Background: an optimization exercise with open tools, aiming at small area, a short achievable clock period and few clock cycles. Do not read the settings as production practice. Function was checked by simulation only, so behaviour that the tests miss may differ from the original. No activity file was given, so power comes from the tool's default toggle rates.

## flow/design.v

```verilog
package window_mac5_acc_pkg;
  typedef enum logic [1:0] {IDLE, ACCUM, DRAIN, OUT} state_t;
  localparam int DEF_WORD_WIDTH = 16;
  localparam int DEF_FRAC_BITS = 8;
endpackage
module booth_enc (
  input  logic [15:0] w,
  output logic [7:0] one,
  output logic [7:0] two,
  output logic [7:0] neg
);
  assign one[0] = w[0] ^ 1'b0;
  assign two[0] = (w[1] & ~w[0] & ~1'b0) | (~w[1] & w[0] & 1'b0);
  assign neg[0] = w[1];
  assign one[1] = w[2] ^ w[1];
  assign two[1] = (w[3] & ~w[2] & ~w[1]) | (~w[3] & w[2] & w[1]);
  assign neg[1] = w[3];
  assign one[2] = w[4] ^ w[3];
  assign two[2] = (w[5] & ~w[4] & ~w[3]) | (~w[5] & w[4] & w[3]);
  assign neg[2] = w[5];
  assign one[3] = w[6] ^ w[5];
  assign two[3] = (w[7] & ~w[6] & ~w[5]) | (~w[7] & w[6] & w[5]);
  assign neg[3] = w[7];
  assign one[4] = w[8] ^ w[7];
  assign two[4] = (w[9] & ~w[8] & ~w[7]) | (~w[9] & w[8] & w[7]);
  assign neg[4] = w[9];
  assign one[5] = w[10] ^ w[9];
  assign two[5] = (w[11] & ~w[10] & ~w[9]) | (~w[11] & w[10] & w[9]);
  assign neg[5] = w[11];
  assign one[6] = w[12] ^ w[11];
  assign two[6] = (w[13] & ~w[12] & ~w[11]) | (~w[13] & w[12] & w[11]);
  assign neg[6] = w[13];
  assign one[7] = w[14] ^ w[13];
  assign two[7] = (w[15] & ~w[14] & ~w[13]) | (~w[15] & w[14] & w[13]);
  assign neg[7] = w[15];
endmodule
module pp_sum (
  input  logic [7:0] one,
  input  logic [7:0] two,
  input  logic [7:0] neg,
  input  logic [18:0] x,
  output logic [41:0] pa,
  output logic [41:0] pb,
  output logic [41:0] pc
);
  logic [20:0] xe;
  assign xe = {{2{x[18]}}, x};
  logic [19:0] pp0;
  assign pp0 = ({20{one[0]}} & xe[19:0] | {20{two[0]}} & {xe[18:0], 1'b0}) ^ {20{neg[0]}};
  logic [19:0] pp1;
  assign pp1 = ({20{one[1]}} & xe[19:0] | {20{two[1]}} & {xe[18:0], 1'b0}) ^ {20{neg[1]}};
  logic [19:0] pp2;
  assign pp2 = ({20{one[2]}} & xe[19:0] | {20{two[2]}} & {xe[18:0], 1'b0}) ^ {20{neg[2]}};
  logic [19:0] pp3;
  assign pp3 = ({20{one[3]}} & xe[19:0] | {20{two[3]}} & {xe[18:0], 1'b0}) ^ {20{neg[3]}};
  logic [19:0] pp4;
  assign pp4 = ({20{one[4]}} & xe[19:0] | {20{two[4]}} & {xe[18:0], 1'b0}) ^ {20{neg[4]}};
  logic [19:0] pp5;
  assign pp5 = ({20{one[5]}} & xe[19:0] | {20{two[5]}} & {xe[18:0], 1'b0}) ^ {20{neg[5]}};
  logic [19:0] pp6;
  assign pp6 = ({20{one[6]}} & xe[19:0] | {20{two[6]}} & {xe[18:0], 1'b0}) ^ {20{neg[6]}};
  logic [19:0] pp7;
  assign pp7 = ({20{one[7]}} & xe[19:0] | {20{two[7]}} & {xe[18:0], 1'b0}) ^ {20{neg[7]}};
  logic as1, ac1;
  assign as1 = neg[2] ^ pp0[4];
  assign ac1 = neg[2] & pp0[4];
  logic as2, ac2;
  assign as2 = pp0[5] ^ pp1[3];
  assign ac2 = pp0[5] & pp1[3];
  logic as3, ac3;
  assign as3 = neg[3] ^ pp0[6] ^ pp1[4];
  assign ac3 = (neg[3] & pp0[6]) | (neg[3] & pp1[4]) | (pp0[6] & pp1[4]);
  logic as4, ac4;
  assign as4 = pp2[2] ^ pp3[0];
  assign ac4 = pp2[2] & pp3[0];
  logic as5, ac5;
  assign as5 = pp0[7] ^ pp1[5] ^ pp2[3];
  assign ac5 = (pp0[7] & pp1[5]) | (pp0[7] & pp2[3]) | (pp1[5] & pp2[3]);
  logic as6, ac6;
  assign as6 = pp3[1] ^ ac4;
  assign ac6 = pp3[1] & ac4;
  logic as7, ac7;
  assign as7 = neg[4] ^ pp0[8] ^ pp1[6];
  assign ac7 = (neg[4] & pp0[8]) | (neg[4] & pp1[6]) | (pp0[8] & pp1[6]);
  logic as8, ac8;
  assign as8 = pp2[4] ^ pp3[2] ^ pp4[0];
  assign ac8 = (pp2[4] & pp3[2]) | (pp2[4] & pp4[0]) | (pp3[2] & pp4[0]);
  logic as9, ac9;
  assign as9 = ac5 ^ ac6;
  assign ac9 = ac5 & ac6;
  logic as10, ac10;
  assign as10 = pp0[9] ^ pp1[7] ^ pp2[5];
  assign ac10 = (pp0[9] & pp1[7]) | (pp0[9] & pp2[5]) | (pp1[7] & pp2[5]);
  logic as11, ac11;
  assign as11 = pp3[3] ^ pp4[1] ^ ac7;
  assign ac11 = (pp3[3] & pp4[1]) | (pp3[3] & ac7) | (pp4[1] & ac7);
  logic as12, ac12;
  assign as12 = ac8 ^ as10;
  assign ac12 = ac8 & as10;
  logic as13, ac13;
  assign as13 = neg[5] ^ pp0[10] ^ pp1[8];
  assign ac13 = (neg[5] & pp0[10]) | (neg[5] & pp1[8]) | (pp0[10] & pp1[8]);
  logic as14, ac14;
  assign as14 = pp2[6] ^ pp3[4] ^ pp4[2];
  assign ac14 = (pp2[6] & pp3[4]) | (pp2[6] & pp4[2]) | (pp3[4] & pp4[2]);
  logic as15, ac15;
  assign as15 = pp5[0] ^ ac10 ^ as13;
  assign ac15 = (pp5[0] & ac10) | (pp5[0] & as13) | (ac10 & as13);
  logic as16, ac16;
  assign as16 = as14 ^ ac12;
  assign ac16 = as14 & ac12;
  logic as17, ac17;
  assign as17 = pp0[11] ^ pp1[9] ^ pp2[7];
  assign ac17 = (pp0[11] & pp1[9]) | (pp0[11] & pp2[7]) | (pp1[9] & pp2[7]);
  logic as18, ac18;
  assign as18 = pp3[5] ^ pp4[3] ^ pp5[1];
  assign ac18 = (pp3[5] & pp4[3]) | (pp3[5] & pp5[1]) | (pp4[3] & pp5[1]);
  logic as19, ac19;
  assign as19 = ac13 ^ ac14 ^ as17;
  assign ac19 = (ac13 & ac14) | (ac13 & as17) | (ac14 & as17);
  logic as20, ac20;
  assign as20 = as18 ^ ac15;
  assign ac20 = as18 & ac15;
  logic as21, ac21;
  assign as21 = neg[6] ^ pp0[12] ^ pp1[10];
  assign ac21 = (neg[6] & pp0[12]) | (neg[6] & pp1[10]) | (pp0[12] & pp1[10]);
  logic as22, ac22;
  assign as22 = pp2[8] ^ pp3[6] ^ pp4[4];
  assign ac22 = (pp2[8] & pp3[6]) | (pp2[8] & pp4[4]) | (pp3[6] & pp4[4]);
  logic as23, ac23;
  assign as23 = pp5[2] ^ pp6[0] ^ ac17;
  assign ac23 = (pp5[2] & pp6[0]) | (pp5[2] & ac17) | (pp6[0] & ac17);
  logic as24, ac24;
  assign as24 = ac18 ^ as21 ^ as22;
  assign ac24 = (ac18 & as21) | (ac18 & as22) | (as21 & as22);
  logic as25, ac25;
  assign as25 = ac19 ^ as23;
  assign ac25 = ac19 & as23;
  logic as26, ac26;
  assign as26 = pp0[13] ^ pp1[11] ^ pp2[9];
  assign ac26 = (pp0[13] & pp1[11]) | (pp0[13] & pp2[9]) | (pp1[11] & pp2[9]);
  logic as27, ac27;
  assign as27 = pp3[7] ^ pp4[5] ^ pp5[3];
  assign ac27 = (pp3[7] & pp4[5]) | (pp3[7] & pp5[3]) | (pp4[5] & pp5[3]);
  logic as28, ac28;
  assign as28 = pp6[1] ^ ac21 ^ ac22;
  assign ac28 = (pp6[1] & ac21) | (pp6[1] & ac22) | (ac21 & ac22);
  logic as29, ac29;
  assign as29 = as26 ^ as27 ^ ac23;
  assign ac29 = (as26 & as27) | (as26 & ac23) | (as27 & ac23);
  logic as30, ac30;
  assign as30 = ac24 ^ as28;
  assign ac30 = ac24 & as28;
  logic as31, ac31;
  assign as31 = neg[7] ^ pp0[14] ^ pp1[12];
  assign ac31 = (neg[7] & pp0[14]) | (neg[7] & pp1[12]) | (pp0[14] & pp1[12]);
  logic as32, ac32;
  assign as32 = pp2[10] ^ pp3[8] ^ pp4[6];
  assign ac32 = (pp2[10] & pp3[8]) | (pp2[10] & pp4[6]) | (pp3[8] & pp4[6]);
  logic as33, ac33;
  assign as33 = pp5[4] ^ pp6[2] ^ pp7[0];
  assign ac33 = (pp5[4] & pp6[2]) | (pp5[4] & pp7[0]) | (pp6[2] & pp7[0]);
  logic as34, ac34;
  assign as34 = ac26 ^ ac27 ^ as31;
  assign ac34 = (ac26 & ac27) | (ac26 & as31) | (ac27 & as31);
  logic as35, ac35;
  assign as35 = as32 ^ as33 ^ ac28;
  assign ac35 = (as32 & as33) | (as32 & ac28) | (as33 & ac28);
  logic as36, ac36;
  assign as36 = as34 ^ ac30;
  assign ac36 = as34 & ac30;
  logic as37, ac37;
  assign as37 = pp0[15] ^ pp1[13] ^ pp2[11];
  assign ac37 = (pp0[15] & pp1[13]) | (pp0[15] & pp2[11]) | (pp1[13] & pp2[11]);
  logic as38, ac38;
  assign as38 = pp3[9] ^ pp4[7] ^ pp5[5];
  assign ac38 = (pp3[9] & pp4[7]) | (pp3[9] & pp5[5]) | (pp4[7] & pp5[5]);
  logic as39, ac39;
  assign as39 = pp6[3] ^ pp7[1] ^ ac31;
  assign ac39 = (pp6[3] & pp7[1]) | (pp6[3] & ac31) | (pp7[1] & ac31);
  logic as40, ac40;
  assign as40 = ac32 ^ ac33 ^ as37;
  assign ac40 = (ac32 & ac33) | (ac32 & as37) | (ac33 & as37);
  logic as41, ac41;
  assign as41 = as38 ^ ac34 ^ as39;
  assign ac41 = (as38 & ac34) | (as38 & as39) | (ac34 & as39);
  logic as42, ac42;
  assign as42 = as40 ^ ac35;
  assign ac42 = as40 & ac35;
  logic as43, ac43;
  assign as43 = pp0[16] ^ pp1[14] ^ pp2[12];
  assign ac43 = (pp0[16] & pp1[14]) | (pp0[16] & pp2[12]) | (pp1[14] & pp2[12]);
  logic as44, ac44;
  assign as44 = pp3[10] ^ pp4[8] ^ pp5[6];
  assign ac44 = (pp3[10] & pp4[8]) | (pp3[10] & pp5[6]) | (pp4[8] & pp5[6]);
  logic as45, ac45;
  assign as45 = pp6[4] ^ pp7[2] ^ ac37;
  assign ac45 = (pp6[4] & pp7[2]) | (pp6[4] & ac37) | (pp7[2] & ac37);
  logic as46, ac46;
  assign as46 = ac38 ^ as43 ^ as44;
  assign ac46 = (ac38 & as43) | (ac38 & as44) | (as43 & as44);
  logic as47, ac47;
  assign as47 = ac39 ^ ac40 ^ as45;
  assign ac47 = (ac39 & ac40) | (ac39 & as45) | (ac40 & as45);
  logic as48, ac48;
  assign as48 = as46 ^ ac41;
  assign ac48 = as46 & ac41;
  logic as49, ac49;
  assign as49 = pp0[17] ^ pp1[15] ^ pp2[13];
  assign ac49 = (pp0[17] & pp1[15]) | (pp0[17] & pp2[13]) | (pp1[15] & pp2[13]);
  logic as50, ac50;
  assign as50 = pp3[11] ^ pp4[9] ^ pp5[7];
  assign ac50 = (pp3[11] & pp4[9]) | (pp3[11] & pp5[7]) | (pp4[9] & pp5[7]);
  logic as51, ac51;
  assign as51 = pp6[5] ^ pp7[3] ^ ac43;
  assign ac51 = (pp6[5] & pp7[3]) | (pp6[5] & ac43) | (pp7[3] & ac43);
  logic as52, ac52;
  assign as52 = ac44 ^ as49 ^ as50;
  assign ac52 = (ac44 & as49) | (ac44 & as50) | (as49 & as50);
  logic as53, ac53;
  assign as53 = ac45 ^ ac46 ^ as51;
  assign ac53 = (ac45 & ac46) | (ac45 & as51) | (ac46 & as51);
  logic as54, ac54;
  assign as54 = as52 ^ ac47;
  assign ac54 = as52 & ac47;
  logic as55, ac55;
  assign as55 = pp0[18] ^ pp1[16] ^ pp2[14];
  assign ac55 = (pp0[18] & pp1[16]) | (pp0[18] & pp2[14]) | (pp1[16] & pp2[14]);
  logic as56, ac56;
  assign as56 = pp3[12] ^ pp4[10] ^ pp5[8];
  assign ac56 = (pp3[12] & pp4[10]) | (pp3[12] & pp5[8]) | (pp4[10] & pp5[8]);
  logic as57, ac57;
  assign as57 = pp6[6] ^ pp7[4] ^ ac49;
  assign ac57 = (pp6[6] & pp7[4]) | (pp6[6] & ac49) | (pp7[4] & ac49);
  logic as58, ac58;
  assign as58 = ac50 ^ as55 ^ as56;
  assign ac58 = (ac50 & as55) | (ac50 & as56) | (as55 & as56);
  logic as59, ac59;
  assign as59 = ac51 ^ ac52 ^ as57;
  assign ac59 = (ac51 & ac52) | (ac51 & as57) | (ac52 & as57);
  logic as60, ac60;
  assign as60 = as58 ^ ac53;
  assign ac60 = as58 & ac53;
  logic as61, ac61;
  assign as61 = 1'b1 ^ ~pp0[19] ^ pp1[17];
  assign ac61 = (1'b1 & ~pp0[19]) | (1'b1 & pp1[17]) | (~pp0[19] & pp1[17]);
  logic as62, ac62;
  assign as62 = pp2[15] ^ pp3[13] ^ pp4[11];
  assign ac62 = (pp2[15] & pp3[13]) | (pp2[15] & pp4[11]) | (pp3[13] & pp4[11]);
  logic as63, ac63;
  assign as63 = pp5[9] ^ pp6[7] ^ pp7[5];
  assign ac63 = (pp5[9] & pp6[7]) | (pp5[9] & pp7[5]) | (pp6[7] & pp7[5]);
  logic as64, ac64;
  assign as64 = ac55 ^ ac56 ^ as61;
  assign ac64 = (ac55 & ac56) | (ac55 & as61) | (ac56 & as61);
  logic as65, ac65;
  assign as65 = as62 ^ as63 ^ ac57;
  assign ac65 = (as62 & as63) | (as62 & ac57) | (as63 & ac57);
  logic as66, ac66;
  assign as66 = ac58 ^ as64 ^ as65;
  assign ac66 = (ac58 & as64) | (ac58 & as65) | (as64 & as65);
  logic as67, ac67;
  assign as67 = 1'b1 ^ pp1[18] ^ pp2[16];
  assign ac67 = (1'b1 & pp1[18]) | (1'b1 & pp2[16]) | (pp1[18] & pp2[16]);
  logic as68, ac68;
  assign as68 = pp3[14] ^ pp4[12] ^ pp5[10];
  assign ac68 = (pp3[14] & pp4[12]) | (pp3[14] & pp5[10]) | (pp4[12] & pp5[10]);
  logic as69, ac69;
  assign as69 = pp6[8] ^ pp7[6] ^ ac61;
  assign ac69 = (pp6[8] & pp7[6]) | (pp6[8] & ac61) | (pp7[6] & ac61);
  logic as70, ac70;
  assign as70 = ac62 ^ ac63 ^ as67;
  assign ac70 = (ac62 & ac63) | (ac62 & as67) | (ac63 & as67);
  logic as71, ac71;
  assign as71 = as68 ^ ac64 ^ as69;
  assign ac71 = (as68 & ac64) | (as68 & as69) | (ac64 & as69);
  logic as72, ac72;
  assign as72 = as70 ^ ac65;
  assign ac72 = as70 & ac65;
  logic as73, ac73;
  assign as73 = ~pp1[19] ^ pp2[17] ^ pp3[15];
  assign ac73 = (~pp1[19] & pp2[17]) | (~pp1[19] & pp3[15]) | (pp2[17] & pp3[15]);
  logic as74, ac74;
  assign as74 = pp4[13] ^ pp5[11] ^ pp6[9];
  assign ac74 = (pp4[13] & pp5[11]) | (pp4[13] & pp6[9]) | (pp5[11] & pp6[9]);
  logic as75, ac75;
  assign as75 = pp7[7] ^ ac67 ^ ac68;
  assign ac75 = (pp7[7] & ac67) | (pp7[7] & ac68) | (ac67 & ac68);
  logic as76, ac76;
  assign as76 = as73 ^ as74 ^ ac69;
  assign ac76 = (as73 & as74) | (as73 & ac69) | (as74 & ac69);
  logic as77, ac77;
  assign as77 = ac70 ^ as75 ^ as76;
  assign ac77 = (ac70 & as75) | (ac70 & as76) | (as75 & as76);
  logic as78, ac78;
  assign as78 = 1'b1 ^ pp2[18] ^ pp3[16];
  assign ac78 = (1'b1 & pp2[18]) | (1'b1 & pp3[16]) | (pp2[18] & pp3[16]);
  logic as79, ac79;
  assign as79 = pp4[14] ^ pp5[12] ^ pp6[10];
  assign ac79 = (pp4[14] & pp5[12]) | (pp4[14] & pp6[10]) | (pp5[12] & pp6[10]);
  logic as80, ac80;
  assign as80 = pp7[8] ^ ac73 ^ ac74;
  assign ac80 = (pp7[8] & ac73) | (pp7[8] & ac74) | (ac73 & ac74);
  logic as81, ac81;
  assign as81 = as78 ^ as79 ^ ac75;
  assign ac81 = (as78 & as79) | (as78 & ac75) | (as79 & ac75);
  logic as82, ac82;
  assign as82 = as80 ^ ac76;
  assign ac82 = as80 & ac76;
  logic as83, ac83;
  assign as83 = ~pp2[19] ^ pp3[17] ^ pp4[15];
  assign ac83 = (~pp2[19] & pp3[17]) | (~pp2[19] & pp4[15]) | (pp3[17] & pp4[15]);
  logic as84, ac84;
  assign as84 = pp5[13] ^ pp6[11] ^ pp7[9];
  assign ac84 = (pp5[13] & pp6[11]) | (pp5[13] & pp7[9]) | (pp6[11] & pp7[9]);
  logic as85, ac85;
  assign as85 = ac78 ^ ac79 ^ as83;
  assign ac85 = (ac78 & ac79) | (ac78 & as83) | (ac79 & as83);
  logic as86, ac86;
  assign as86 = as84 ^ ac80 ^ as85;
  assign ac86 = (as84 & ac80) | (as84 & as85) | (ac80 & as85);
  logic as87, ac87;
  assign as87 = 1'b1 ^ pp3[18] ^ pp4[16];
  assign ac87 = (1'b1 & pp3[18]) | (1'b1 & pp4[16]) | (pp3[18] & pp4[16]);
  logic as88, ac88;
  assign as88 = pp5[14] ^ pp6[12] ^ pp7[10];
  assign ac88 = (pp5[14] & pp6[12]) | (pp5[14] & pp7[10]) | (pp6[12] & pp7[10]);
  logic as89, ac89;
  assign as89 = ac83 ^ ac84 ^ as87;
  assign ac89 = (ac83 & ac84) | (ac83 & as87) | (ac84 & as87);
  logic as90, ac90;
  assign as90 = as88 ^ ac85;
  assign ac90 = as88 & ac85;
  logic as91, ac91;
  assign as91 = ~pp3[19] ^ pp4[17] ^ pp5[15];
  assign ac91 = (~pp3[19] & pp4[17]) | (~pp3[19] & pp5[15]) | (pp4[17] & pp5[15]);
  logic as92, ac92;
  assign as92 = pp6[13] ^ pp7[11] ^ ac87;
  assign ac92 = (pp6[13] & pp7[11]) | (pp6[13] & ac87) | (pp7[11] & ac87);
  logic as93, ac93;
  assign as93 = ac88 ^ as91 ^ ac89;
  assign ac93 = (ac88 & as91) | (ac88 & ac89) | (as91 & ac89);
  logic as94, ac94;
  assign as94 = 1'b1 ^ pp4[18] ^ pp5[16];
  assign ac94 = (1'b1 & pp4[18]) | (1'b1 & pp5[16]) | (pp4[18] & pp5[16]);
  logic as95, ac95;
  assign as95 = pp6[14] ^ pp7[12] ^ ac91;
  assign ac95 = (pp6[14] & pp7[12]) | (pp6[14] & ac91) | (pp7[12] & ac91);
  logic as96, ac96;
  assign as96 = as94 ^ ac92;
  assign ac96 = as94 & ac92;
  logic as97, ac97;
  assign as97 = ~pp4[19] ^ pp5[17] ^ pp6[15];
  assign ac97 = (~pp4[19] & pp5[17]) | (~pp4[19] & pp6[15]) | (pp5[17] & pp6[15]);
  logic as98, ac98;
  assign as98 = pp7[13] ^ ac94 ^ as97;
  assign ac98 = (pp7[13] & ac94) | (pp7[13] & as97) | (ac94 & as97);
  logic as99, ac99;
  assign as99 = 1'b1 ^ pp5[18] ^ pp6[16];
  assign ac99 = (1'b1 & pp5[18]) | (1'b1 & pp6[16]) | (pp5[18] & pp6[16]);
  logic as100, ac100;
  assign as100 = pp7[14] ^ ac97;
  assign ac100 = pp7[14] & ac97;
  logic as101, ac101;
  assign as101 = ~pp5[19] ^ pp6[17] ^ pp7[15];
  assign ac101 = (~pp5[19] & pp6[17]) | (~pp5[19] & pp7[15]) | (pp6[17] & pp7[15]);
  logic as102, ac102;
  assign as102 = 1'b1 ^ pp6[18];
  assign ac102 = 1'b1 & pp6[18];
  assign pa[0] = neg[0];
  assign pb[0] = pp0[0];
  assign pc[0] = 1'b0;
  assign pa[1] = pp0[1];
  assign pb[1] = 1'b0;
  assign pc[1] = 1'b0;
  assign pa[2] = neg[1];
  assign pb[2] = pp0[2];
  assign pc[2] = pp1[0];
  assign pa[3] = pp0[3];
  assign pb[3] = pp1[1];
  assign pc[3] = 1'b0;
  assign pa[4] = pp1[2];
  assign pb[4] = pp2[0];
  assign pc[4] = as1;
  assign pa[5] = pp2[1];
  assign pb[5] = ac1;
  assign pc[5] = as2;
  assign pa[6] = ac2;
  assign pb[6] = as4;
  assign pc[6] = as3;
  assign pa[7] = ac3;
  assign pb[7] = as5;
  assign pc[7] = as6;
  assign pa[8] = as7;
  assign pb[8] = as8;
  assign pc[8] = as9;
  assign pa[9] = ac9;
  assign pb[9] = as12;
  assign pc[9] = as11;
  assign pa[10] = ac11;
  assign pb[10] = as15;
  assign pc[10] = as16;
  assign pa[11] = ac16;
  assign pb[11] = as19;
  assign pc[11] = as20;
  assign pa[12] = as24;
  assign pb[12] = ac20;
  assign pc[12] = as25;
  assign pa[13] = ac25;
  assign pb[13] = as30;
  assign pc[13] = as29;
  assign pa[14] = ac29;
  assign pb[14] = as35;
  assign pc[14] = as36;
  assign pa[15] = ac36;
  assign pb[15] = as41;
  assign pc[15] = as42;
  assign pa[16] = as47;
  assign pb[16] = ac42;
  assign pc[16] = as48;
  assign pa[17] = as53;
  assign pb[17] = ac48;
  assign pc[17] = as54;
  assign pa[18] = as59;
  assign pb[18] = ac54;
  assign pc[18] = as60;
  assign pa[19] = ac59;
  assign pb[19] = ac60;
  assign pc[19] = as66;
  assign pa[20] = as71;
  assign pb[20] = as72;
  assign pc[20] = ac66;
  assign pa[21] = ac71;
  assign pb[21] = ac72;
  assign pc[21] = as77;
  assign pa[22] = as81;
  assign pb[22] = as82;
  assign pc[22] = ac77;
  assign pa[23] = ac81;
  assign pb[23] = as86;
  assign pc[23] = ac82;
  assign pa[24] = as89;
  assign pb[24] = as90;
  assign pc[24] = ac86;
  assign pa[25] = as92;
  assign pb[25] = ac90;
  assign pc[25] = as93;
  assign pa[26] = as95;
  assign pb[26] = as96;
  assign pc[26] = ac93;
  assign pa[27] = ac95;
  assign pb[27] = as98;
  assign pc[27] = ac96;
  assign pa[28] = as99;
  assign pb[28] = as100;
  assign pc[28] = ac98;
  assign pa[29] = ac99;
  assign pb[29] = as101;
  assign pc[29] = ac100;
  assign pa[30] = pp7[16];
  assign pb[30] = as102;
  assign pc[30] = ac101;
  assign pa[31] = ~pp6[19];
  assign pb[31] = pp7[17];
  assign pc[31] = ac102;
  assign pa[32] = 1'b1;
  assign pb[32] = pp7[18];
  assign pc[32] = 1'b0;
  assign pa[33] = ~pp7[19];
  assign pb[33] = 1'b0;
  assign pc[33] = 1'b0;
  assign pa[34] = 1'b1;
  assign pb[34] = 1'b0;
  assign pc[34] = 1'b0;
  assign pa[35] = 1'b1;
  assign pb[35] = 1'b0;
  assign pc[35] = 1'b0;
  assign pa[36] = 1'b1;
  assign pb[36] = 1'b0;
  assign pc[36] = 1'b0;
  assign pa[37] = 1'b1;
  assign pb[37] = 1'b0;
  assign pc[37] = 1'b0;
  assign pa[38] = 1'b1;
  assign pb[38] = 1'b0;
  assign pc[38] = 1'b0;
  assign pa[39] = 1'b1;
  assign pb[39] = 1'b0;
  assign pc[39] = 1'b0;
  assign pa[40] = 1'b1;
  assign pb[40] = 1'b0;
  assign pc[40] = 1'b0;
  assign pa[41] = 1'b1;
  assign pb[41] = 1'b0;
  assign pc[41] = 1'b0;
endmodule
module acc_add (
  input  logic [41:0] acc,
  input  logic [7:0] cin,
  input  logic [41:0] pa,
  input  logic [41:0] pb,
  input  logic [41:0] pc,
  output logic [41:0] acc_n,
  output logic [7:0] cout
);
  logic [41:0] r0, r1;
  logic bs1, bc1;
  assign bs1 = acc[0] ^ pa[0] ^ pb[0];
  assign bc1 = (acc[0] & pa[0]) | (acc[0] & pb[0]) | (pa[0] & pb[0]);
  logic bs2, bc2;
  assign bs2 = acc[1] ^ pa[1] ^ pb[1];
  assign bc2 = (acc[1] & pa[1]) | (acc[1] & pb[1]) | (pa[1] & pb[1]);
  logic bs3, bc3;
  assign bs3 = pc[1] ^ bc1;
  assign bc3 = pc[1] & bc1;
  logic bs4, bc4;
  assign bs4 = acc[2] ^ pa[2] ^ pb[2];
  assign bc4 = (acc[2] & pa[2]) | (acc[2] & pb[2]) | (pa[2] & pb[2]);
  logic bs5, bc5;
  assign bs5 = pc[2] ^ bc2 ^ bs4;
  assign bc5 = (pc[2] & bc2) | (pc[2] & bs4) | (bc2 & bs4);
  logic bs6, bc6;
  assign bs6 = acc[3] ^ pa[3] ^ pb[3];
  assign bc6 = (acc[3] & pa[3]) | (acc[3] & pb[3]) | (pa[3] & pb[3]);
  logic bs7, bc7;
  assign bs7 = pc[3] ^ bc4 ^ bs6;
  assign bc7 = (pc[3] & bc4) | (pc[3] & bs6) | (bc4 & bs6);
  logic bs8, bc8;
  assign bs8 = acc[4] ^ pa[4] ^ pb[4];
  assign bc8 = (acc[4] & pa[4]) | (acc[4] & pb[4]) | (pa[4] & pb[4]);
  logic bs9, bc9;
  assign bs9 = pc[4] ^ bc6 ^ bs8;
  assign bc9 = (pc[4] & bc6) | (pc[4] & bs8) | (bc6 & bs8);
  logic bs10, bc10;
  assign bs10 = acc[5] ^ pa[5] ^ pb[5];
  assign bc10 = (acc[5] & pa[5]) | (acc[5] & pb[5]) | (pa[5] & pb[5]);
  logic bs11, bc11;
  assign bs11 = pc[5] ^ bc8 ^ bs10;
  assign bc11 = (pc[5] & bc8) | (pc[5] & bs10) | (bc8 & bs10);
  logic bs12, bc12;
  assign bs12 = acc[6] ^ pa[6] ^ pb[6];
  assign bc12 = (acc[6] & pa[6]) | (acc[6] & pb[6]) | (pa[6] & pb[6]);
  logic bs13, bc13;
  assign bs13 = pc[6] ^ bc10 ^ bs12;
  assign bc13 = (pc[6] & bc10) | (pc[6] & bs12) | (bc10 & bs12);
  logic bs14, bc14;
  assign bs14 = acc[7] ^ pa[7] ^ pb[7];
  assign bc14 = (acc[7] & pa[7]) | (acc[7] & pb[7]) | (pa[7] & pb[7]);
  logic bs15, bc15;
  assign bs15 = pc[7] ^ bc12 ^ bs14;
  assign bc15 = (pc[7] & bc12) | (pc[7] & bs14) | (bc12 & bs14);
  logic bs16, bc16;
  assign bs16 = acc[8] ^ pa[8] ^ pb[8];
  assign bc16 = (acc[8] & pa[8]) | (acc[8] & pb[8]) | (pa[8] & pb[8]);
  logic bs17, bc17;
  assign bs17 = pc[8] ^ bc14 ^ bs16;
  assign bc17 = (pc[8] & bc14) | (pc[8] & bs16) | (bc14 & bs16);
  logic bs18, bc18;
  assign bs18 = acc[9] ^ pa[9] ^ pb[9];
  assign bc18 = (acc[9] & pa[9]) | (acc[9] & pb[9]) | (pa[9] & pb[9]);
  logic bs19, bc19;
  assign bs19 = pc[9] ^ bc16 ^ bs18;
  assign bc19 = (pc[9] & bc16) | (pc[9] & bs18) | (bc16 & bs18);
  logic bs20, bc20;
  assign bs20 = acc[10] ^ pa[10] ^ pb[10];
  assign bc20 = (acc[10] & pa[10]) | (acc[10] & pb[10]) | (pa[10] & pb[10]);
  logic bs21, bc21;
  assign bs21 = pc[10] ^ bc18 ^ bs20;
  assign bc21 = (pc[10] & bc18) | (pc[10] & bs20) | (bc18 & bs20);
  logic bs22, bc22;
  assign bs22 = acc[11] ^ pa[11] ^ pb[11];
  assign bc22 = (acc[11] & pa[11]) | (acc[11] & pb[11]) | (pa[11] & pb[11]);
  logic bs23, bc23;
  assign bs23 = pc[11] ^ bc20 ^ bs22;
  assign bc23 = (pc[11] & bc20) | (pc[11] & bs22) | (bc20 & bs22);
  logic bs24, bc24;
  assign bs24 = acc[12] ^ pa[12] ^ pb[12];
  assign bc24 = (acc[12] & pa[12]) | (acc[12] & pb[12]) | (pa[12] & pb[12]);
  logic bs25, bc25;
  assign bs25 = pc[12] ^ bc22 ^ bs24;
  assign bc25 = (pc[12] & bc22) | (pc[12] & bs24) | (bc22 & bs24);
  logic bs26, bc26;
  assign bs26 = acc[13] ^ pa[13] ^ pb[13];
  assign bc26 = (acc[13] & pa[13]) | (acc[13] & pb[13]) | (pa[13] & pb[13]);
  logic bs27, bc27;
  assign bs27 = pc[13] ^ bc24 ^ bs26;
  assign bc27 = (pc[13] & bc24) | (pc[13] & bs26) | (bc24 & bs26);
  logic bs28, bc28;
  assign bs28 = acc[14] ^ pa[14] ^ pb[14];
  assign bc28 = (acc[14] & pa[14]) | (acc[14] & pb[14]) | (pa[14] & pb[14]);
  logic bs29, bc29;
  assign bs29 = pc[14] ^ bc26 ^ bs28;
  assign bc29 = (pc[14] & bc26) | (pc[14] & bs28) | (bc26 & bs28);
  logic bs30, bc30;
  assign bs30 = acc[15] ^ pa[15] ^ pb[15];
  assign bc30 = (acc[15] & pa[15]) | (acc[15] & pb[15]) | (pa[15] & pb[15]);
  logic bs31, bc31;
  assign bs31 = pc[15] ^ bc28 ^ bs30;
  assign bc31 = (pc[15] & bc28) | (pc[15] & bs30) | (bc28 & bs30);
  logic bs32, bc32;
  assign bs32 = acc[16] ^ pa[16] ^ pb[16];
  assign bc32 = (acc[16] & pa[16]) | (acc[16] & pb[16]) | (pa[16] & pb[16]);
  logic bs33, bc33;
  assign bs33 = pc[16] ^ bc30 ^ bs32;
  assign bc33 = (pc[16] & bc30) | (pc[16] & bs32) | (bc30 & bs32);
  logic bs34, bc34;
  assign bs34 = acc[17] ^ pa[17] ^ pb[17];
  assign bc34 = (acc[17] & pa[17]) | (acc[17] & pb[17]) | (pa[17] & pb[17]);
  logic bs35, bc35;
  assign bs35 = pc[17] ^ bc32 ^ bs34;
  assign bc35 = (pc[17] & bc32) | (pc[17] & bs34) | (bc32 & bs34);
  logic bs36, bc36;
  assign bs36 = acc[18] ^ pa[18] ^ pb[18];
  assign bc36 = (acc[18] & pa[18]) | (acc[18] & pb[18]) | (pa[18] & pb[18]);
  logic bs37, bc37;
  assign bs37 = pc[18] ^ bc34 ^ bs36;
  assign bc37 = (pc[18] & bc34) | (pc[18] & bs36) | (bc34 & bs36);
  logic bs38, bc38;
  assign bs38 = acc[19] ^ pa[19] ^ pb[19];
  assign bc38 = (acc[19] & pa[19]) | (acc[19] & pb[19]) | (pa[19] & pb[19]);
  logic bs39, bc39;
  assign bs39 = pc[19] ^ bc36 ^ bs38;
  assign bc39 = (pc[19] & bc36) | (pc[19] & bs38) | (bc36 & bs38);
  logic bs40, bc40;
  assign bs40 = acc[20] ^ pa[20] ^ pb[20];
  assign bc40 = (acc[20] & pa[20]) | (acc[20] & pb[20]) | (pa[20] & pb[20]);
  logic bs41, bc41;
  assign bs41 = pc[20] ^ bc38 ^ bs40;
  assign bc41 = (pc[20] & bc38) | (pc[20] & bs40) | (bc38 & bs40);
  logic bs42, bc42;
  assign bs42 = acc[21] ^ pa[21] ^ pb[21];
  assign bc42 = (acc[21] & pa[21]) | (acc[21] & pb[21]) | (pa[21] & pb[21]);
  logic bs43, bc43;
  assign bs43 = pc[21] ^ bc40 ^ bs42;
  assign bc43 = (pc[21] & bc40) | (pc[21] & bs42) | (bc40 & bs42);
  logic bs44, bc44;
  assign bs44 = acc[22] ^ pa[22] ^ pb[22];
  assign bc44 = (acc[22] & pa[22]) | (acc[22] & pb[22]) | (pa[22] & pb[22]);
  logic bs45, bc45;
  assign bs45 = pc[22] ^ bc42 ^ bs44;
  assign bc45 = (pc[22] & bc42) | (pc[22] & bs44) | (bc42 & bs44);
  logic bs46, bc46;
  assign bs46 = acc[23] ^ pa[23] ^ pb[23];
  assign bc46 = (acc[23] & pa[23]) | (acc[23] & pb[23]) | (pa[23] & pb[23]);
  logic bs47, bc47;
  assign bs47 = pc[23] ^ bc44 ^ bs46;
  assign bc47 = (pc[23] & bc44) | (pc[23] & bs46) | (bc44 & bs46);
  logic bs48, bc48;
  assign bs48 = acc[24] ^ pa[24] ^ pb[24];
  assign bc48 = (acc[24] & pa[24]) | (acc[24] & pb[24]) | (pa[24] & pb[24]);
  logic bs49, bc49;
  assign bs49 = pc[24] ^ bc46 ^ bs48;
  assign bc49 = (pc[24] & bc46) | (pc[24] & bs48) | (bc46 & bs48);
  logic bs50, bc50;
  assign bs50 = acc[25] ^ pa[25] ^ pb[25];
  assign bc50 = (acc[25] & pa[25]) | (acc[25] & pb[25]) | (pa[25] & pb[25]);
  logic bs51, bc51;
  assign bs51 = pc[25] ^ bc48 ^ bs50;
  assign bc51 = (pc[25] & bc48) | (pc[25] & bs50) | (bc48 & bs50);
  logic bs52, bc52;
  assign bs52 = acc[26] ^ pa[26] ^ pb[26];
  assign bc52 = (acc[26] & pa[26]) | (acc[26] & pb[26]) | (pa[26] & pb[26]);
  logic bs53, bc53;
  assign bs53 = pc[26] ^ bc50 ^ bs52;
  assign bc53 = (pc[26] & bc50) | (pc[26] & bs52) | (bc50 & bs52);
  logic bs54, bc54;
  assign bs54 = acc[27] ^ pa[27] ^ pb[27];
  assign bc54 = (acc[27] & pa[27]) | (acc[27] & pb[27]) | (pa[27] & pb[27]);
  logic bs55, bc55;
  assign bs55 = pc[27] ^ bc52 ^ bs54;
  assign bc55 = (pc[27] & bc52) | (pc[27] & bs54) | (bc52 & bs54);
  logic bs56, bc56;
  assign bs56 = acc[28] ^ pa[28] ^ pb[28];
  assign bc56 = (acc[28] & pa[28]) | (acc[28] & pb[28]) | (pa[28] & pb[28]);
  logic bs57, bc57;
  assign bs57 = pc[28] ^ bc54 ^ bs56;
  assign bc57 = (pc[28] & bc54) | (pc[28] & bs56) | (bc54 & bs56);
  logic bs58, bc58;
  assign bs58 = acc[29] ^ pa[29] ^ pb[29];
  assign bc58 = (acc[29] & pa[29]) | (acc[29] & pb[29]) | (pa[29] & pb[29]);
  logic bs59, bc59;
  assign bs59 = pc[29] ^ bc56 ^ bs58;
  assign bc59 = (pc[29] & bc56) | (pc[29] & bs58) | (bc56 & bs58);
  logic bs60, bc60;
  assign bs60 = acc[30] ^ pa[30] ^ pb[30];
  assign bc60 = (acc[30] & pa[30]) | (acc[30] & pb[30]) | (pa[30] & pb[30]);
  logic bs61, bc61;
  assign bs61 = pc[30] ^ bc58 ^ bs60;
  assign bc61 = (pc[30] & bc58) | (pc[30] & bs60) | (bc58 & bs60);
  logic bs62, bc62;
  assign bs62 = acc[31] ^ pa[31] ^ pb[31];
  assign bc62 = (acc[31] & pa[31]) | (acc[31] & pb[31]) | (pa[31] & pb[31]);
  logic bs63, bc63;
  assign bs63 = pc[31] ^ bc60 ^ bs62;
  assign bc63 = (pc[31] & bc60) | (pc[31] & bs62) | (bc60 & bs62);
  logic bs64, bc64;
  assign bs64 = acc[32] ^ pa[32] ^ pb[32];
  assign bc64 = (acc[32] & pa[32]) | (acc[32] & pb[32]) | (pa[32] & pb[32]);
  logic bs65, bc65;
  assign bs65 = pc[32] ^ bc62 ^ bs64;
  assign bc65 = (pc[32] & bc62) | (pc[32] & bs64) | (bc62 & bs64);
  logic bs66, bc66;
  assign bs66 = acc[33] ^ pa[33] ^ pb[33];
  assign bc66 = (acc[33] & pa[33]) | (acc[33] & pb[33]) | (pa[33] & pb[33]);
  logic bs67, bc67;
  assign bs67 = pc[33] ^ bc64 ^ bs66;
  assign bc67 = (pc[33] & bc64) | (pc[33] & bs66) | (bc64 & bs66);
  logic bs68, bc68;
  assign bs68 = acc[34] ^ pa[34] ^ pb[34];
  assign bc68 = (acc[34] & pa[34]) | (acc[34] & pb[34]) | (pa[34] & pb[34]);
  logic bs69, bc69;
  assign bs69 = pc[34] ^ bc66 ^ bs68;
  assign bc69 = (pc[34] & bc66) | (pc[34] & bs68) | (bc66 & bs68);
  logic bs70, bc70;
  assign bs70 = acc[35] ^ pa[35] ^ pb[35];
  assign bc70 = (acc[35] & pa[35]) | (acc[35] & pb[35]) | (pa[35] & pb[35]);
  logic bs71, bc71;
  assign bs71 = pc[35] ^ bc68 ^ bs70;
  assign bc71 = (pc[35] & bc68) | (pc[35] & bs70) | (bc68 & bs70);
  logic bs72, bc72;
  assign bs72 = acc[36] ^ pa[36] ^ pb[36];
  assign bc72 = (acc[36] & pa[36]) | (acc[36] & pb[36]) | (pa[36] & pb[36]);
  logic bs73, bc73;
  assign bs73 = pc[36] ^ bc70 ^ bs72;
  assign bc73 = (pc[36] & bc70) | (pc[36] & bs72) | (bc70 & bs72);
  logic bs74, bc74;
  assign bs74 = acc[37] ^ pa[37] ^ pb[37];
  assign bc74 = (acc[37] & pa[37]) | (acc[37] & pb[37]) | (pa[37] & pb[37]);
  logic bs75, bc75;
  assign bs75 = pc[37] ^ bc72 ^ bs74;
  assign bc75 = (pc[37] & bc72) | (pc[37] & bs74) | (bc72 & bs74);
  logic bs76, bc76;
  assign bs76 = acc[38] ^ pa[38] ^ pb[38];
  assign bc76 = (acc[38] & pa[38]) | (acc[38] & pb[38]) | (pa[38] & pb[38]);
  logic bs77, bc77;
  assign bs77 = pc[38] ^ bc74 ^ bs76;
  assign bc77 = (pc[38] & bc74) | (pc[38] & bs76) | (bc74 & bs76);
  logic bs78, bc78;
  assign bs78 = acc[39] ^ pa[39] ^ pb[39];
  assign bc78 = (acc[39] & pa[39]) | (acc[39] & pb[39]) | (pa[39] & pb[39]);
  logic bs79, bc79;
  assign bs79 = pc[39] ^ bc76 ^ bs78;
  assign bc79 = (pc[39] & bc76) | (pc[39] & bs78) | (bc76 & bs78);
  logic bs80, bc80;
  assign bs80 = acc[40] ^ pa[40] ^ pb[40];
  assign bc80 = (acc[40] & pa[40]) | (acc[40] & pb[40]) | (pa[40] & pb[40]);
  logic bs81, bc81;
  assign bs81 = pc[40] ^ bc78 ^ bs80;
  assign bc81 = (pc[40] & bc78) | (pc[40] & bs80) | (bc78 & bs80);
  logic bs82, bc82;
  assign bs82 = acc[41] ^ pa[41] ^ pb[41];
  assign bc82 = (acc[41] & pa[41]) | (acc[41] & pb[41]) | (pa[41] & pb[41]);
  logic bs83, bc83;
  assign bs83 = pc[41] ^ bc80 ^ bs82;
  assign bc83 = (pc[41] & bc80) | (pc[41] & bs82) | (bc80 & bs82);
  assign r0[0] = pc[0];
  assign r1[0] = bs1;
  assign r0[1] = bs2;
  assign r1[1] = bs3;
  assign r0[2] = bc3;
  assign r1[2] = bs5;
  assign r0[3] = bc5;
  assign r1[3] = bs7;
  assign r0[4] = bc7;
  assign r1[4] = bs9;
  assign r0[5] = bc9;
  assign r1[5] = bs11;
  assign r0[6] = bc11;
  assign r1[6] = bs13;
  assign r0[7] = bc13;
  assign r1[7] = bs15;
  assign r0[8] = bc15;
  assign r1[8] = bs17;
  assign r0[9] = bc17;
  assign r1[9] = bs19;
  assign r0[10] = bc19;
  assign r1[10] = bs21;
  assign r0[11] = bc21;
  assign r1[11] = bs23;
  assign r0[12] = bc23;
  assign r1[12] = bs25;
  assign r0[13] = bc25;
  assign r1[13] = bs27;
  assign r0[14] = bc27;
  assign r1[14] = bs29;
  assign r0[15] = bc29;
  assign r1[15] = bs31;
  assign r0[16] = bc31;
  assign r1[16] = bs33;
  assign r0[17] = bc33;
  assign r1[17] = bs35;
  assign r0[18] = bc35;
  assign r1[18] = bs37;
  assign r0[19] = bc37;
  assign r1[19] = bs39;
  assign r0[20] = bc39;
  assign r1[20] = bs41;
  assign r0[21] = bc41;
  assign r1[21] = bs43;
  assign r0[22] = bc43;
  assign r1[22] = bs45;
  assign r0[23] = bc45;
  assign r1[23] = bs47;
  assign r0[24] = bc47;
  assign r1[24] = bs49;
  assign r0[25] = bc49;
  assign r1[25] = bs51;
  assign r0[26] = bc51;
  assign r1[26] = bs53;
  assign r0[27] = bc53;
  assign r1[27] = bs55;
  assign r0[28] = bc55;
  assign r1[28] = bs57;
  assign r0[29] = bc57;
  assign r1[29] = bs59;
  assign r0[30] = bc59;
  assign r1[30] = bs61;
  assign r0[31] = bc61;
  assign r1[31] = bs63;
  assign r0[32] = bc63;
  assign r1[32] = bs65;
  assign r0[33] = bc65;
  assign r1[33] = bs67;
  assign r0[34] = bc67;
  assign r1[34] = bs69;
  assign r0[35] = bc69;
  assign r1[35] = bs71;
  assign r0[36] = bc71;
  assign r1[36] = bs73;
  assign r0[37] = bc73;
  assign r1[37] = bs75;
  assign r0[38] = bc75;
  assign r1[38] = bs77;
  assign r0[39] = bc77;
  assign r1[39] = bs79;
  assign r0[40] = bc79;
  assign r1[40] = bs81;
  assign r0[41] = bc81;
  assign r1[41] = bs83;
  assign {cout[0], acc_n[4:0]} = 6'(r0[4:0]) + 6'(r1[4:0]) + 6'(1'b0);
  assign {cout[1], acc_n[9:5]} = 6'(r0[9:5]) + 6'(r1[9:5]) + 6'(cin[0]);
  assign {cout[2], acc_n[14:10]} = 6'(r0[14:10]) + 6'(r1[14:10]) + 6'(cin[1]);
  assign {cout[3], acc_n[19:15]} = 6'(r0[19:15]) + 6'(r1[19:15]) + 6'(cin[2]);
  assign {cout[4], acc_n[24:20]} = 6'(r0[24:20]) + 6'(r1[24:20]) + 6'(cin[3]);
  assign {cout[5], acc_n[29:25]} = 6'(r0[29:25]) + 6'(r1[29:25]) + 6'(cin[4]);
  assign {cout[6], acc_n[34:30]} = 6'(r0[34:30]) + 6'(r1[34:30]) + 6'(cin[5]);
  assign {cout[7], acc_n[39:35]} = 6'(r0[39:35]) + 6'(r1[39:35]) + 6'(cin[6]);
  assign acc_n[41:40] = r0[41:40] + r1[41:40] + 2'(cin[7]);
endmodule
import window_mac5_acc_pkg::*;
module window_mac5_acc #(
  parameter int WORD_WIDTH = window_mac5_acc_pkg::DEF_WORD_WIDTH,
  parameter int FRAC_BITS  = window_mac5_acc_pkg::DEF_FRAC_BITS,
  parameter int CNT_WIDTH  = 8
) (
  input  logic                  clk,
  input  logic                  rst,
  input  logic                  w_load,
  input  logic [2:0]            w_idx,
  input  logic [WORD_WIDTH-1:0] w_data,
  input  logic                  start,
  input  logic [CNT_WIDTH-1:0]  acc_len,
  input  logic                  in_valid,
  input  logic [WORD_WIDTH-1:0] data_in_0,
  input  logic [WORD_WIDTH-1:0] data_in_1,
  input  logic [WORD_WIDTH-1:0] data_in_2,
  input  logic [WORD_WIDTH-1:0] data_in_3,
  input  logic [WORD_WIDTH-1:0] data_in_4,
  output logic                  busy,
  output logic                  out_valid,
  output logic [WORD_WIDTH-1:0] out_data
);
  localparam int XW = WORD_WIDTH + 3;             
  localparam int SW = 2 * WORD_WIDTH + CNT_WIDTH + 2;   
  localparam int PW = SW;                         
  localparam int L1 = 5;                          
  localparam int L2 = 10;                         
  localparam int L3 = 15;
  localparam logic [CNT_WIDTH-1:0] DONE_CNT = CNT_WIDTH'(-7);
  localparam int CH = 5;                          
  localparam int NCH = (SW + CH - 1) / CH;
  logic [4:0][WORD_WIDTH-1:0] weight;
  logic [4:0][WORD_WIDTH-1:0] window;
  logic [4:0][XW-1:0] x_sum, x_keep, x_add, x_nxt;
  logic [4:0] x_c1, x_c2, x_c3, c1_nxt, c2_nxt, c3_nxt;
  logic [4:0] ring;
  logic [4:0] w_set;       
  logic [XW-1:0] xr, x_sel, x_pick;
  logic c1_sel, c2_sel, c3_sel;
  logic [WORD_WIDTH-1:0] w_sel;
  logic [WORD_WIDTH/2-1:0] one, two, neg, one_r, two_r, neg_r;
  logic [PW-1:0] pa, pb, pc, pa_r, pb_r, pc_r;
  logic [SW-1:0] acc, acc_nxt, total, pend;
  logic [NCH-2:0] acc_cy, cy_nxt;
  logic [CNT_WIDTH-1:0] cnt;
  logic accum;
  logic idle, busy_nx;
  logic [4:0] ring_nx, keep;
  logic go, accept, last, fire;
  logic [SW-FRAC_BITS-1:0] rounded;
  logic [WORD_WIDTH-1:0] result;
  logic in_range;
  assign window = {data_in_4, data_in_3, data_in_2, data_in_1, data_in_0};
  assign go = idle && start && acc_len != '0;
  assign accept = accum && in_valid;
  assign last = accept && cnt == CNT_WIDTH'(1);
  assign fire = !idle && !accum && cnt == DONE_CNT;
  assign busy_nx = idle ? go : !fire;
  assign ring_nx = {ring[3:0], ring[4]};
  for (genvar i = 0; i < 5; i++) begin : g_tap
    assign x_keep[i] = keep[i] ? x_sum[i] : XW'(0);
    assign x_add[i] = accept ? XW'($signed(window[i])) : XW'(0);
    assign {c1_nxt[i], x_nxt[i][L1-1:0]} = (L1+1)'(x_keep[i][L1-1:0]) + (L1+1)'(x_add[i][L1-1:0]);
    assign {c2_nxt[i], x_nxt[i][L2-1:L1]} = (L2-L1+1)'(x_keep[i][L2-1:L1])
                                          + (L2-L1+1)'(x_add[i][L2-1:L1]) + (L2-L1+1)'(keep[i] && x_c1[i]);
    assign {c3_nxt[i], x_nxt[i][L3-1:L2]} = (L3-L2+1)'(x_keep[i][L3-1:L2])
                                          + (L3-L2+1)'(x_add[i][L3-1:L2]) + (L3-L2+1)'(keep[i] && x_c2[i]);
    assign x_nxt[i][XW-1:L3] = x_keep[i][XW-1:L3] + x_add[i][XW-1:L3] + (XW-L3)'(keep[i] && x_c3[i]);
  end
  always_comb begin
    x_sel = '0;
    c1_sel = 1'b0;
    c2_sel = 1'b0;
    c3_sel = 1'b0;
    w_sel = '0;
    for (int i = 0; i < 5; i++) begin
      x_sel = x_sel | ({XW{ring[i]}} & x_sum[i]);
      c1_sel = c1_sel | (ring[i] & x_c1[i]);
      c2_sel = c2_sel | (ring[i] & x_c2[i]);
      c3_sel = c3_sel | (ring[i] & x_c3[i]);
      w_sel = w_sel | ({WORD_WIDTH{ring[i] && w_set[i]}} & weight[i]);
    end
  end
  assign x_pick = {x_sel[XW-1:L1] + (XW-L1)'({c3_sel, {(L3-L2-1){1'b0}}, c2_sel, {(L2-L1-1){1'b0}}, c1_sel}),
                   x_sel[L1-1:0]};
  booth_enc u_enc (
    .w(w_sel),
    .one(one),
    .two(two),
    .neg(neg)
  );
  pp_sum u_pp (
    .one(one_r),
    .two(two_r),
    .neg(neg_r),
    .x(xr),
    .pa(pa),
    .pb(pb),
    .pc(pc)
  );
  acc_add u_acc (
    .acc(acc),
    .cin(acc_cy),
    .pa(pa_r),
    .pb(pb_r),
    .pc(pc_r),
    .acc_n(acc_nxt),
    .cout(cy_nxt)
  );
  always_comb begin
    pend = '0;
    for (int c = 1; c < NCH; c++) pend[c*CH] = acc_cy[c-1];
  end
  assign total = acc + pend;
  assign rounded = total[SW-1:FRAC_BITS];
  assign in_range = &rounded[SW-FRAC_BITS-1:WORD_WIDTH-1] || ~|rounded[SW-FRAC_BITS-1:WORD_WIDTH-1];
  assign result = in_range ? rounded[WORD_WIDTH-1:0]
                           : {rounded[SW-FRAC_BITS-1], {(WORD_WIDTH-1){~rounded[SW-FRAC_BITS-1]}}};
  always_ff @(posedge clk) begin
    x_sum <= x_nxt;
    x_c1 <= c1_nxt;
    x_c2 <= c2_nxt;
    x_c3 <= c3_nxt;
    xr <= (idle || rst) ? '0 : x_pick;
    one_r <= one;
    two_r <= two;
    neg_r <= neg;
    pa_r <= pa;
    pb_r <= pb;
    pc_r <= pc;
    for (int i = 0; i < 5; i++)
      if (idle && w_load && w_idx == 3'(i)) weight[i] <= w_data;
    acc <= idle ? SW'(1 << (FRAC_BITS - 1)) : acc_nxt;
    acc_cy <= idle ? '0 : cy_nxt;
    keep <= (busy_nx && !rst) ? ~ring_nx : '0;
    cnt <= idle ? acc_len : cnt - CNT_WIDTH'(!accum || in_valid);
    if (rst) begin
      ring <= 5'b00001;
      busy <= 1'b0;
      idle <= 1'b1;
      accum <= 1'b0;
      out_valid <= 1'b0;
      out_data <= '0;
      w_set <= '0;
    end else begin
      ring <= ring_nx;
      busy <= busy_nx;
      idle <= !busy_nx;
      accum <= accum ? !last : go;
      out_valid <= fire;
      if (fire) out_data <= result;
      for (int i = 0; i < 5; i++)
        if (idle && w_load && w_idx == 3'(i)) w_set[i] <= 1'b1;
    end
  end
endmodule
```

## flow/flow/run.sh

```bash
#!/bin/bash
set -euo pipefail
export BUFFER_PORTS_ARGS="-buffer_cell sky130_fd_sc_hd__buf_2"
bash standard.sh finish > standard.log 2>&1
```

## flow/standard.sh

```bash
#!/bin/bash
# synth_recipe.tcl (not shown) runs the flow's synth.tcl, then flattens the netlist and writes it again
# the make line also repeats each setting of config.mk as NAME=value (left out here)
make -C /OpenROAD-flow-scripts/flow DESIGN_CONFIG=/design/flow/config.mk WORK_HOME=/design/flow/orfs CLKGATE_MAP_FILE= SYNTH_SCRIPT=/design/flow/synth_recipe.tcl "${@:-finish}"
```

## flow/config.mk

```make
export PLATFORM = sky130hd
export DESIGN_NAME = window_mac5_acc
export DESIGN_NICKNAME = window_mac5_acc
export VERILOG_FILES = /design/flow/design.v
export SDC_FILE = /design/flow/constraint.sdc
export NUM_CORES = 4
export LEC_CHECK = 0
export ABC_AREA = 1
export CAP_MARGIN = 20
export CORE_MARGIN = 2
export CORE_UTILIZATION = 40
export CTS_CLUSTER_DIAMETER = 100
export CTS_CLUSTER_SIZE = 22
export SETUP_SLACK_MARGIN = 4.4
export SLEW_MARGIN = 20
```

## flow/constraint.sdc

```tcl
create_clock -name core_clock -period 7.5 [get_ports {clk}]
set_input_delay 1.5000 -clock core_clock [delete_from_list [all_inputs] [get_ports {clk}]]
set_output_delay 1.5000 -clock core_clock [all_outputs]
set_load 0.01 [all_outputs]
```

==> flow_summary.json, run 1 <==
{
  "die_y_um": 260,
  "final_core_util_pct": 44.1,
  "dpl_worst_slack_ns": 3.10,
  "ys_types": 48,
  "period_needed_ns": 3.02,
  "clock_latency_ns": 0.58,
  "antenna_found_initial": 1,
  "slew_viol_final": 0,
  "core_area_um2": 64700,
  "dp_hpwl_um": 49700,
  "ctsHtreeMaxLevel": 1,
  "synth_cells": 3067,
  "synthFlopType": "dfxtp_1",
  "routedWlPerCell_um": 16.5,
  "critPathMaxFanout": 18,
  "worst_slew_pin_slew_ns": 1.03,
  "drive_gt1_share_pct": 8.98,
  "final_area_um2": 28500,
  "stdcell_count": 4007,
  "clockBufferDepth": 3,
  "regArea_um2": 9220,
  "drc": 0,
  "rsz0062_at_grt": "true",
  "num_rows": 93,
  "slew_headroom_pct": 31.5,
  "path_delay_family": "adder cells",
  "synth_top_area_cell": "dfxtp_1",
  "clockRootBuffer": "clkbuf_16",
  "dr.pass1.iters": 7,
  "setup_violations": 0,
  "clock_sinks": 420,
  "die_area_um2": 67600,
  "critPathMaxStageDelay_ns": 0.51,
  "max_clock_freq_mhz": 331,
  "num_antenna_cells": 0,
  "fillers": 6566,
  "cts-hold-fix-buffers": 0,
  "dp.cells": 3965,
  "synth.avg_cell_area_um2": 8.55,
  "async_flop_share_pct": 0,
  "power.static_leakage_nw": 14.2,
  "setup.worst_path.start_class": "flip-flop",
  "period_share_pct": 40.2,
  "start_util_pct": 40.5,
  "grt_max_degree": 63,
  "synth.most_common_cell": "inv_1",
  "drt-total-wl_um": 65900,
  "critPathRequiredTime_ns": 7.93,
  "grt_use_total_pct": 19.6,
  "grt_pass1_wl_um": 106000,
  "path_cells": "clkinv_1 > o22ai_1 > xor2_1 > fa_1 > fa_1 > inv_1 > fa_1",
  "synthTopCellsByCount": "inv_1 (541), nand2_1 (494), dfxtp_1 (340), nor2_1 (270), xor2_1 (222)",
  "ant_nets": 0,
  "critPathArrivalTime_ns": 3.45,
  "dpl_cell_area_um2": 27700,
  "multi_input_area_um2": 14500,
  "cpMaxStageDelayCell": "fa_1",
  "yosysSeqAreaShare_pct": 35.1,
  "syn_nets": 3526,
  "outcome": "no timing/DRC/antenna violations",
  "min_path_type": "reg2reg",
  "synth.area.top_cells": "dfxtp_1 (26%), fa_1 (14%), edfxtp_1 (9.2%)",
  "yosysWarningCount": 1,
  "syn_to_final_growth_pct": 8.68,
  "finalSetupTns_ns": 0,
  "first_global_vias": 19643,
  "crit_top_cell": "fa_1",
  "synth_edf_count": 80,
  "ir_worst_vdd_mv": 0.141,
  "synth-seq-cells": 420,
  "clkTransAtPathRegs_ns": 0.09,
  "yosysTopAreaCellShare_pct": 25.9,
  "synthesis.area_um2": 26200,
  "port_buffers": 129,
  "drt_iter0_markers": 1181,
  "grt_overflow": 0,
  "finalHoldViolCount": 0,
  "place.gp.congestion": 0.896,
  "power_per_cell_area_nw_per_um2": 187,
  "die_x_um": 260,
  "vias": 19674,
  "viasPerCell": 4.91,
  "cts_tree": "built",
  "cts_made_buffers": 23,
  "cap_violations": 0,
  "io_pins": 130,
  "worst_setup_path_end_kind": "flip-flop",
  "nets": 3604,
  "crit_type": "reg2reg",
  "finalWorstSetupSlack_ns": 4.48,
  "clock_skew_ns": 0.0276,
  "critPathBufInv": 2
}
-- report_power, final --
part | internal [W] | switching [W] | leakage [nW]
logic | 0.000551 | 0.000832 | 10.4
clock network | 0.000571 | 0.000751 | 0.306
registers | 0.00245 | 0.000183 | 3.50
total | 0.00357 | 0.00177 | 14.2
-- layout by cell type, fill, tap and decap left out, types with 17 or more instances in the layout --
cell	n
inv_1	540
nand2_1	493
dfxtp_1	333
nor2_1	270
xor2_1	222
fa_1	175
ha_1	162
o22ai_1	144
a21oi_1	132
buf_2	129
edfxtp_1	80
nand3_1	74
o21ai_0	73
a22o_1	29
nand2_2	28
clkbuf_16	25
o21bai_1	22
buf_4	20
and3_1	17
-- layout make-up --
type | count | share of cell area, %
Multi-Input combinational cell | 1981 | 51.0
Clock buffer | 29 | 2.10
Tap cell | 855 | 3.75
Timing Repair Buffer | 153 | 3.11
Sequential cell | 420 | 32.3
Timing Repair inverter | 1 | 0.0263
Clock inverter | 3 | 0.119
Inverter | 565 | 7.56
-- routing by layer --
layer	vias up	routed length (µm)	global-route usage, %
li1	9842	-	-
met1	9284	32100	28.1
met2	473	29200	31.6
met3	75	3350	2.46
met4	0	1310	4.33
met5	-	0	0
-- worst min-delay path: stages (launching register included) --
cell and delay [ns]:
dfxtp_1 0.33, inv_1 0.05, nor2_1 0.03
-- per-stage QoR --
| stage | hold slack (ns) | power, W |
|---|---|---|
| 2_1_floorplan | 0.329 | 0.00365 |
| 3_3_place_gp | 0.427 | 0.00401 |
| 3_5_place_dp | 0.429 | 0.00403 |
| 4_1_cts | 0.443 | 0.00536 |
| 5_1_grt | 0.471 | 0.00571 |
| 6_report | 0.439 | 0.00534 |
-- worst paths after layout --
| check | end | from | cells after the start | slack (ns) |
|---|---|---|---|---|
| worst min-delay path | ring[2]$_SDFF_PP0_ | ring[1]$_SDFF_PP0_ | 2 | 0.44 |
| worst max register to register | pc_r[19]$_DFF_P_ | two_r[7]$_DFF_P_ | 7 | 4.48 |
| worst min register to register | ring[2]$_SDFF_PP0_ | ring[1]$_SDFF_PP0_ | 2 | 0.44 |
| worst max-delay path | pc_r[19]$_DFF_P_ | two_r[7]$_DFF_P_ | 7 | 4.48 |
-- registers in the layout (all words and copies together) (netlist names), 16 cells and up --
signal and flops:
acc 42, out_data 16, xr 19, pb_r 32, pa_r 33, weight 80
x_sum 95, pc_r 29
-- kinds of logic (layout without fill, tap and decap cells) --
logic type	count (synthesis)	in the layout	share of synthesized area (%)
and+or+nand+nor	945	945	14.9
buffers and inverters	666	751	9.65
AOI/OAI and AO/OA	456	456	10.7
DFF	420	420	35.1
adders and majority gates	347	347	21.8
xor gates and xnor gates	233	233	7.78
-- what timing repair did --
action | 4_1_cts | 5_1_grt
pin swaps | 0 | 3
gates resized for setup | 16 | 16
buffers inserted | 5 | 2
gates cloned | 1 | 2
setup endpoints to repair | 111 | 44
Testbench counts, summed over its fixed seeds: cycles 17,141.
==> inputs of run 2 (changes only) <==
--- a/flow/config.mk
+++ b/flow/config.mk
@@ -7,3 +7,2 @@
 export LEC_CHECK = 0
-export ABC_AREA = 1
 export CAP_MARGIN = 20
@@ -11,4 +10,2 @@
 export CORE_UTILIZATION = 40
-export CTS_CLUSTER_DIAMETER = 100
-export CTS_CLUSTER_SIZE = 22
 export SETUP_SLACK_MARGIN = 4.4
==> flow_summary.json, run 2 <==
{
  "outcome": "no timing/DRC/antenna violations",
  "setup_violations": 0,
  "synthTopCellsByCount": "dfxtp_1 (340), inv_1 (243), a22oi_1 (186), fa_1 (185), xnor2_1 (183)",
  "largest_register_ffs": 95,
  "power.static_leakage_nw": 12.8,
  "ctsHtreeMaxLevel": 2,
  "core_area_um2": 61600,
  "synth.area.top_cells": "dfxtp_1 (27%), fa_1 (15%), edfxtp_1 (9.6%)",
  "clock_sinks": 420,
  "pwr-share-clk_pct": 39.9,
  "cts_tree": "built",
  "critPathMaxStageDelay_ns": 0.80,
  "crit_top_cell": "fa_1",
  "r2r-start": "xr[12]$_SDFF_PP0_",
  "cts-hold-fix-buffers": 0,
  "swShare_pct": 28.4,
  "worst_slew_pin_slew_ns": 0.986,
  "dr.pass1.iters": 8,
  "place.gp.congestion": 0.874,
  "holdPathStages": 2,
  "fillers": 5723,
  "synth_edf_count": 80,
  "ant_nets": 0,
  "synth.most_common_cell": "dfxtp_1",
  "grt_pass1_wl_um": 97900,
  "clock_skew_ns": 0.0302,
  "drc": 0,
  "final_area_um2": 28300,
  "r2r_slack_ns": 4.51,
  "slew_viol_final": 0,
  "grt_overflow": 0,
  "async_flop_share_pct": 0,
  "drt-total-wl_um": 60600,
  "syn_to_final_growth_pct": 13.7,
  "r2r_cells": 8,
  "grt_max_degree": 66,
  "top_regs": "x_sum (95), weight (80), acc (42)",
  "synth_cells": 2433,
  "start_util_pct": 40.5,
  "clockRootBuffer": "clkbuf_16",
  "ys_types": 67,
  "yosysTopAreaCellShare_pct": 27.3,
  "drt_iter0_markers": 1442,
  "synthesis.area_um2": 24900,
  "p_int_w": 0.00448,
  "layout_commonest_cell": "dfxtp_1",
  "grt_use_total_pct": 19.2,
  "max_clock_freq_mhz": 334,
  "comb_power_share_pct": 18.5,
  "cap_violations": 0,
  "die_x_um": 254,
  "critPathBufInv": 2,
  "die_area_um2": 64300,
  "layout_common_cells": "dfxtp_1 (321), inv_1 (239), a22oi_1 (186)",
  "synth-seq-cells": 420,
  "viasPerCell": 5.19,
  "min_to": "w_set[1]$_SDFFE_PP0P_",
  "net-switching-power_w": 0.00178,
  "critPathArrivalTime_ns": 3.45,
  "clock_latency_ns": 0.59,
  "yosysWarningCount": 1,
  "path_cells": "a22oi_1 > xnor2_1 > fa_1 > inv_1 > fa_1 > fa_1 > inv_1 > fa_1",
  "dp_hpwl_um": 43700,
  "synth_top_area_cell": "dfxtp_1",
  "io_pins": 130,
  "routedWlPerCell_um": 17.9,
  "period_share_pct": 39.9,
  "hold_ws_ns": 0.460,
  "synth.avg_cell_area_um2": 10.2,
  "hold_start": "w_set[1]$_SDFFE_PP0P_",
  "die_y_um": 254,
  "yosysSeqAreaShare_pct": 37.0,
  "cts_made_buffers": 49,
  "clkTransAtPathRegs_ns": 0.06,
  "path_delay_family": "adder cells",
  "drive_gt1_share_pct": 13.0,
  "pwr-share-seq_pct": 41.6,
  "clockBufferDepth": 3,
  "worst_setup_path_end_kind": "flip-flop",
  "num_rows": 91,
  "ir_worst_vdd_mv": 0.161,
  "r2r_end": "pc_r[19]$_DFF_P_",
  "first_global_vias": 18186,
  "synthFlopType": "dfxtp_1",
  "setup.worst_path.start_class": "flip-flop",
  "cpMaxStageDelayCell": "dfxtp_1",
  "min_path_type": "reg2reg",
  "syn_nets": 2892,
  "rsz0062_at_grt": "true",
  "power_per_cell_area_nw_per_um2": 221,
  "critPathRequiredTime_ns": 7.96,
  "finalHoldViolCount": 0,
  "period_needed_ns": 2.99,
  "vias": 17560,
  "crit_type": "reg2reg",
  "finalSetupTns_ns": 0,
  "nets": 2961,
  "dpl_cell_area_um2": 26300,
  "critPathMaxFanout": 16,
  "slew_headroom_pct": 34.2,
  "antenna_found_initial": 4,
  "port_buffers": 129,
  "top_register": "x_sum"
}
[run 2: timing repair]
item	in CTS	in global routing
setup buffers	7	9
pin swaps	2	8
resized for setup	11	32
endpoints found under the setup margin	140	45
endpoints found under the hold margin	0	0
cloned	1	1
[run 2: how the worst max path moves through the flow]
stage          cells past startpoint                  endpoint                 start
2_1_floorplan                     11          x_sum[9]$_DFF_P_              in_valid
3_3_place_gp                       7         x_sum[73]$_DFF_P_              in_valid
3_5_place_dp                       7         x_sum[73]$_DFF_P_              in_valid
4_1_cts                            8          pc_r[19]$_DFF_P_      one_r[1]$_DFF_P_
5_1_grt                           11  out_data[2]$_SDFFE_PP0P_  acc_cy[2]$_SDFF_PP0_
6_report                           8          pc_r[19]$_DFF_P_     xr[12]$_SDFF_PP0_
[run 2: power by group through the flow]
stage | Clock (W) | Sequential, W | Combinational, W
after global placement | 0 | 0.00265 | 0.00109
final | 0.00250 | 0.00260 | 0.00116
after CTS | 0.00255 | 0.00261 | 0.00116
after floorplan | 0 | 0.00257 | 0.000912
after global routing | 0.00265 | 0.00263 | 0.00134
after detailed placement | 0 | 0.00265 | 0.00113
[run 2: cell families (layout without fill, tap and decap cells)]
group | Yosys count | after routing | share of synthesized area (%)
multiplexers | 4 | 4 | 0.211
AND/OR/NAND/NOR | 519 | 521 | 10.6
AO/OA/AOI/OAI | 471 | 471 | 13.5
flip-flops | 420 | 420 | 37.0
buffers and inverters | 391 | 498 | 5.89
XOR/XNOR | 281 | 281 | 9.88
other | 0 | 2 | 0
adder cells (fa/ha/maj) | 347 | 347 | 23.0
[run 2: per-stage QoR]
stage / cells / worst slack, ns / power [W] / util (%)
floorplan: 2433 / 4.39 / 0.00348 / -
global placement: 3270 / 3.10 / 0.00374 / 42.7
detailed placement: 3270 / 2.97 / 0.00379 / 42.7
CTS: 3369 / 4.40 / 0.00632 / 45.7
global route: 3379 / 4.38 / 0.00662 / 46.0
finish: 3381 / 4.51 / 0.00626 / 46.0
[run 2: per-layer routing]
layer  track usage (%)  vias up  wire length [µm]
li1                  -     8373                 -
met1              25.4     8519             27300
met2              30.8      527             27500
met3              3.72      133              3750
met4              7.57        8              1980
met5                 0        -                48
[run 2: worst register-to-register path: cells and delay by family, from the launching register on]
| family | cells | cell delay (ns) |
|---|---|---|
| AO/OA/AOI/OAI | 1 | 0.19 |
| XOR/XNOR | 1 | 0.23 |
| adder cells (fa/ha/maj) | 4 | 1.50 |
| buffers and inverters | 2 | 0.13 |
| flip-flops | 1 | 0.80 |
[run 2: final cells by class]
| class | instances | area, µm² | area share, % |
|---|---|---|---|
| inverters | 244 | 920 | 3.25 |
| flip-flops and latches | 420 | 9230 | 32.6 |
| repair buffers | 163 | 946 | 3.34 |
| clock inverters | 30 | 327 | 1.15 |
| clock buffers | 61 | 1410 | 4.97 |
| diodes | 2 | 5.00 | 0.0177 |
| well taps | 837 | 1050 | 3.70 |
| multi-input cells | 1624 | 14400 | 51.0 |

-- afterwards: timing with drivers on the ports --
The flow's constraints put no driver on any port. The routed layouts listed below were extracted and timed again, unchanged, in two steps. Step 1 sets driving cells, clkbuf_16 on the clock port and buf_2 on the other inputs (assumed; they add their load-dependent delay and slew). Step 2 adds t to the input delays and takes it off the output delays; t is the mean of the earliest and latest rising clock arrival at the registers after step 1. Input paths then give back, and output paths get back, about the clock's delay inside the block. Three values: ideal, step 1, step 2; two values: the first two.
run	shift t [ns]	setup slack, ns	worst setup path after step 2	latest minus earliest clock arrival (ns)	worst data-port slew with drivers (ns)
run 1	0.623	4.483 / 4.483 / 4.000	input to register	0.035 / 0.035	0.07
run 2	0.637	4.506 / 4.506 / 3.964	input to register	0.033 / 0.033	0.07
After both steps every run listed still meets setup and hold. The setup slack of run 2, which loses most, moves by 0.000 ns with the drivers and by -0.542 ns with both steps.
